Background: an optimization exercise with open tools, aiming at small area and a short achievable clock period. Do not read the settings as production practice.
At most, simulation tests tie the RTL to the original design; equivalence was not proved.
Power is estimated from default activity; no workload was simulated.

Setup of 09-08:
// double_ended_queue
module double_ended_queue #(
  parameter int unsigned DEPTH = 16
) (
  input  wire                            clk,
  input  wire                            rst,
  input  wire                            req_valid,
  output logic                           req_ready,
  input  wire  [deq_pkg::KIND_W-1:0]     kind,
  input  wire  signed [deq_pkg::DATA_W-1:0] push_value,
  output logic                           rsp_valid,
  input  wire                            rsp_ready,
  output logic signed [deq_pkg::DATA_W-1:0] popped_value,
  output logic [deq_pkg::STATUS_W-1:0]   status,
  output logic [deq_pkg::COUNT_W-1:0]    count
);
  localparam int unsigned PTR_W = $clog2(DEPTH);
  localparam int unsigned CNT_W = $clog2(DEPTH + 1);
  logic [deq_pkg::DATA_W-1:0] slot [DEPTH];
  logic [DEPTH-1:0]           we;
  logic [DEPTH-1:0]           head_oh;
  logic [DEPTH-1:0]           tail_oh;
  logic [DEPTH-1:0]           rd_sel;
  logic [PTR_W-1:0]           head;
  logic [PTR_W-1:0]           tail;
  logic [CNT_W-1:0]           held;
  logic [CNT_W-1:0]           held_next;
  logic                       full;
  logic                       empty;
  logic                       accept;
  logic                       is_push;
  logic                       is_pop;
  logic                       push_ok;
  logic                       pop_ok;
  ...
==> module double_ended_queue, before the edit <==
module double_ended_queue #(
  parameter int unsigned DEPTH = 16
) (
  input  wire                            clk,
  input  wire                            rst,
  input  wire                            req_valid,
  output logic                           req_ready,
  input  wire  [deq_pkg::KIND_W-1:0]     kind,
  input  wire  signed [deq_pkg::DATA_W-1:0] push_value,
  output logic                           rsp_valid,
  input  wire                            rsp_ready,
  output logic signed [deq_pkg::DATA_W-1:0] popped_value,
  output logic [deq_pkg::STATUS_W-1:0]   status,
  output logic [deq_pkg::COUNT_W-1:0]    count
);
  localparam int unsigned PTR_W = $clog2(DEPTH);
  localparam int unsigned CNT_W = $clog2(DEPTH + 1);
  logic [deq_pkg::DATA_W-1:0] slot [DEPTH];
  logic [DEPTH-1:0]           we;
  logic [DEPTH-1:0]           head_oh;
  logic [DEPTH-1:0]           tail_oh;
  logic [DEPTH-1:0]           rd_sel;
  logic [PTR_W-1:0]           head;
  logic [PTR_W-1:0]           tail;
  logic [CNT_W-1:0]           held;
  logic [CNT_W-1:0]           held_next;
  logic                       full;
  logic                       empty;
  logic                       accept;
  logic                       is_push;
  logic                       is_pop;
  logic                       push_ok;
  logic                       pop_ok;
  logic                       is_clear;
  logic                       wr_front;
  logic                       wr_back;
  logic                       rd_front;
  logic                       rd_back;
  logic [deq_pkg::DATA_W-1:0] popped_next;
  assign req_ready = !rsp_valid || rsp_ready;
  assign accept    = req_valid && req_ready;
  assign is_push  = (kind[2:1] == 2'b00);
  assign is_pop   = (kind[2:1] == 2'b01);
  assign is_clear = (kind == deq_pkg::KIND_CLEAR);
  assign push_ok  = is_push && !full;
  assign pop_ok   = is_pop && !empty;
  assign wr_front = accept && push_ok && !kind[0];
  assign wr_back  = accept && push_ok && kind[0];
  assign rd_front = pop_ok && !kind[0];
  assign rd_back  = pop_ok && kind[0];
  always_comb begin
    for (int i = 0; i < DEPTH; i++) begin
      head_oh[i] = (head == PTR_W'(i));
      tail_oh[i] = (tail == PTR_W'(i));
    end
  end
  genvar gi;
  generate
    for (gi = 0; gi < DEPTH; gi++) begin : g_slot
      assign we[gi] = (wr_front && head_oh[(gi + 1) % DEPTH]) || (wr_back && tail_oh[gi]);
      assign rd_sel[gi] = pop_ok && (kind[0] ? tail_oh[(gi + 1) % DEPTH] : head_oh[gi]);
      deq_cell u_cell (
        .clk   (clk),
        .we    (we[gi]),
        .wdata (push_value),
        .data  (slot[gi])
      );
    end
  endgenerate
  always_comb begin
    popped_next = '0;
    for (int i = 0; i < DEPTH; i++) begin
      popped_next = popped_next | (slot[i] & {deq_pkg::DATA_W{rd_sel[i]}});
    end
  end
  always_comb begin
    held_next = held;
    if (push_ok)       held_next = held + 1'b1;
    else if (pop_ok)   held_next = held - 1'b1;
    else if (is_clear) held_next = '0;
  end
  always_ff @(posedge clk) begin
    if (rst) begin
      head      <= '0;
      tail      <= '0;
      held      <= '0;
      empty     <= 1'b1;
      full      <= 1'b0;
      rsp_valid <= 1'b0;
    end else begin
      if (accept) begin
        rsp_valid <= 1'b1;
        held      <= held_next;
        empty     <= (held_next == '0);
        full      <= held_next[CNT_W-1];
        if (push_ok) begin
          if (kind[0]) tail <= tail + 1'b1;
          else         head <= head - 1'b1;
        end else if (pop_ok) begin
          if (kind[0]) tail <= tail - 1'b1;
          else         head <= head + 1'b1;
        end else if (is_clear) begin
          tail <= head;
        end
      end else if (rsp_ready) begin
        rsp_valid <= 1'b0;
      end
    end
  end
  always_ff @(posedge clk) begin
    if (accept) begin
      popped_value <= popped_next;
      status[1]    <= is_push && full;
      status[0]    <= is_pop && empty;
      count        <= held_next;
    end
  end
endmodule
make LEC_CHECK=0 CAP_MARGIN=20 CORE_MARGIN=2 CORE_UTILIZATION=40 SETUP_SLACK_MARGIN=2.2 SLEW_MARGIN=20 finish   # period 4.2 ns
run.sh (not shown) runs the stock make flow with config.mk's settings and CLKGATE_MAP_FILE= SYNTH_SCRIPT=/design/flow/synth_recipe.tcl, a recipe that flattens the netlist after the stock synthesis.
09-08 went all the way through synthesis, placement and routing and the layout is clean on timing, DRC and antenna.
[inputs] 06-14 vs 09-08
--- a/flow/design.v
+++ b/flow/design.v
@@ -43,13 +43,14 @@
   output logic [deq_pkg::COUNT_W-1:0]    count
 );
-  localparam int unsigned PTR_W = $clog2(DEPTH);
   localparam int unsigned CNT_W = $clog2(DEPTH + 1);
   logic [deq_pkg::DATA_W-1:0] slot [DEPTH];
   logic [DEPTH-1:0]           we;
-  logic [DEPTH-1:0]           head_oh;
-  logic [DEPTH-1:0]           tail_oh;
   logic [DEPTH-1:0]           rd_sel;
-  logic [PTR_W-1:0]           head;
-  logic [PTR_W-1:0]           tail;
+  logic [DEPTH-1:0]           front_oh;
+  logic [DEPTH-1:0]           back_oh;
+  logic [DEPTH-1:0]           front_dn;    
+  logic [DEPTH-1:0]           front_up;    
+  logic [DEPTH-1:0]           back_dn;
+  logic [DEPTH-1:0]           back_up;
   logic [CNT_W-1:0]           held;
   logic [CNT_W-1:0]           held_next;
@@ -59,11 +60,9 @@
   logic                       is_push;
   logic                       is_pop;
+  logic                       is_clear;
   logic                       push_ok;
   logic                       pop_ok;
-  logic                       is_clear;
   logic                       wr_front;
   logic                       wr_back;
-  logic                       rd_front;
-  logic                       rd_back;
   logic [deq_pkg::DATA_W-1:0] popped_next;
   assign req_ready = !rsp_valid || rsp_ready;
@@ -72,21 +71,18 @@
   assign is_pop   = (kind[2:1] == 2'b01);
   assign is_clear = (kind == deq_pkg::KIND_CLEAR);
+  assign full     = held[CNT_W-1];
   assign push_ok  = is_push && !full;
   assign pop_ok   = is_pop && !empty;
   assign wr_front = accept && push_ok && !kind[0];
   assign wr_back  = accept && push_ok && kind[0];
-  assign rd_front = pop_ok && !kind[0];
-  assign rd_back  = pop_ok && kind[0];
-  always_comb begin
-    for (int i = 0; i < DEPTH; i++) begin
-      head_oh[i] = (head == PTR_W'(i));
-      tail_oh[i] = (tail == PTR_W'(i));
-    end
-  end
+  assign front_dn = {front_oh[0], front_oh[DEPTH-1:1]};
+  assign front_up = {front_oh[DEPTH-2:0], front_oh[DEPTH-1]};
+  assign back_dn  = {back_oh[0], back_oh[DEPTH-1:1]};
+  assign back_up  = {back_oh[DEPTH-2:0], back_oh[DEPTH-1]};
   genvar gi;
   generate
     for (gi = 0; gi < DEPTH; gi++) begin : g_slot
-      assign we[gi] = (wr_front && head_oh[(gi + 1) % DEPTH]) || (wr_back && tail_oh[gi]);
-      assign rd_sel[gi] = pop_ok && (kind[0] ? tail_oh[(gi + 1) % DEPTH] : head_oh[gi]);
+      assign we[gi]     = (wr_front && front_dn[gi]) || (wr_back && back_up[gi]);
+      assign rd_sel[gi] = pop_ok && (kind[0] ? back_oh[gi] : front_oh[gi]);
       deq_cell u_cell (
         .clk   (clk),
@@ -111,9 +107,8 @@
   always_ff @(posedge clk) begin
     if (rst) begin
-      head      <= '0;
-      tail      <= '0;
+      front_oh  <= DEPTH'(1);
+      back_oh   <= DEPTH'(1) << (DEPTH - 1);
       held      <= '0;
       empty     <= 1'b1;
-      full      <= 1'b0;
       rsp_valid <= 1'b0;
     end else begin
@@ -122,13 +117,12 @@
         held      <= held_next;
         empty     <= (held_next == '0);
-        full      <= held_next[CNT_W-1];
         if (push_ok) begin
-          if (kind[0]) tail <= tail + 1'b1;
-          else         head <= head - 1'b1;
+          if (kind[0]) back_oh  <= back_up;
+          else         front_oh <= front_dn;
         end else if (pop_ok) begin
-          if (kind[0]) tail <= tail - 1'b1;
-          else         head <= head + 1'b1;
+          if (kind[0]) back_oh  <= back_dn;
+          else         front_oh <= front_up;
         end else if (is_clear) begin
-          tail <= head;
+          back_oh <= front_dn;
         end
       end else if (rsp_ready) begin
@@ -142,7 +136,7 @@
       status[1]    <= is_push && full;
       status[0]    <= is_pop && empty;
-      count        <= held_next;
     end
   end
+  assign count = held;
 endmodule
 `default_nettype wire
==> summary.txt <==
Timing, DRC, antenna: 0 failures across 06-14 and 09-08. Comparing 06-14 and 09-08, per-cell routed wire length is lower on 09-08. Number of buffers added by the clock tree synthesis step grows by a few percent when moving from 09-08 to 06-14. Synthesis-to-layout area growth: 06-14 vs 09-08 down 4.9 points. [compare] base=09-08 new=06-14: total power climbed about 5.6%, part of the Yosys area used for sequential elements lower, worst setup slack for register-to-register paths climbed 0.08 ns. Count of clock buffers in the final design was higher in the run labelled 09-08. From 09-08 to 06-14 the numbers moved as follows: global route total overflow comparable; worst hold slack now smaller; combinational power now larger.
No functional check of the RTL was part of 09-08.

[separate check: timing with driven ports]
No port has a modelled driver above. Below, the same layouts with a new extraction and two added sets of constraints.
Step 1 (the two cells are an assumption about what drives the block):
set clk [get_ports {clk}]
set_driving_cell -lib_cell sky130_fd_sc_hd__clkbuf_16 $clk
set_driving_cell -lib_cell sky130_fd_sc_hd__buf_2 [delete_from_list [all_inputs] $clk]
Step 2 moves the port delays by t, midway between the first and last clock arrival at a register: inputs arrive t later, outputs are due t later. That takes back most of the time a late clock gives input paths.
Slacks: no drivers / after step 1 / after step 2; pairs: no drivers / after step 1.
run	t, ns	slack for setup (ns)	latest minus earliest clock arrival (ns)
09-08	0.669	1.842 / 1.842 / 1.304	0.034 / 0.035
06-14	0.678	1.900 / 1.920 / 1.247	0.019 / 0.019
After both steps setup and hold are still met in every run listed. For 06-14, which loses most, drivers alone change the setup slack by +0.020 ns; drivers and shift together by -0.653 ns.
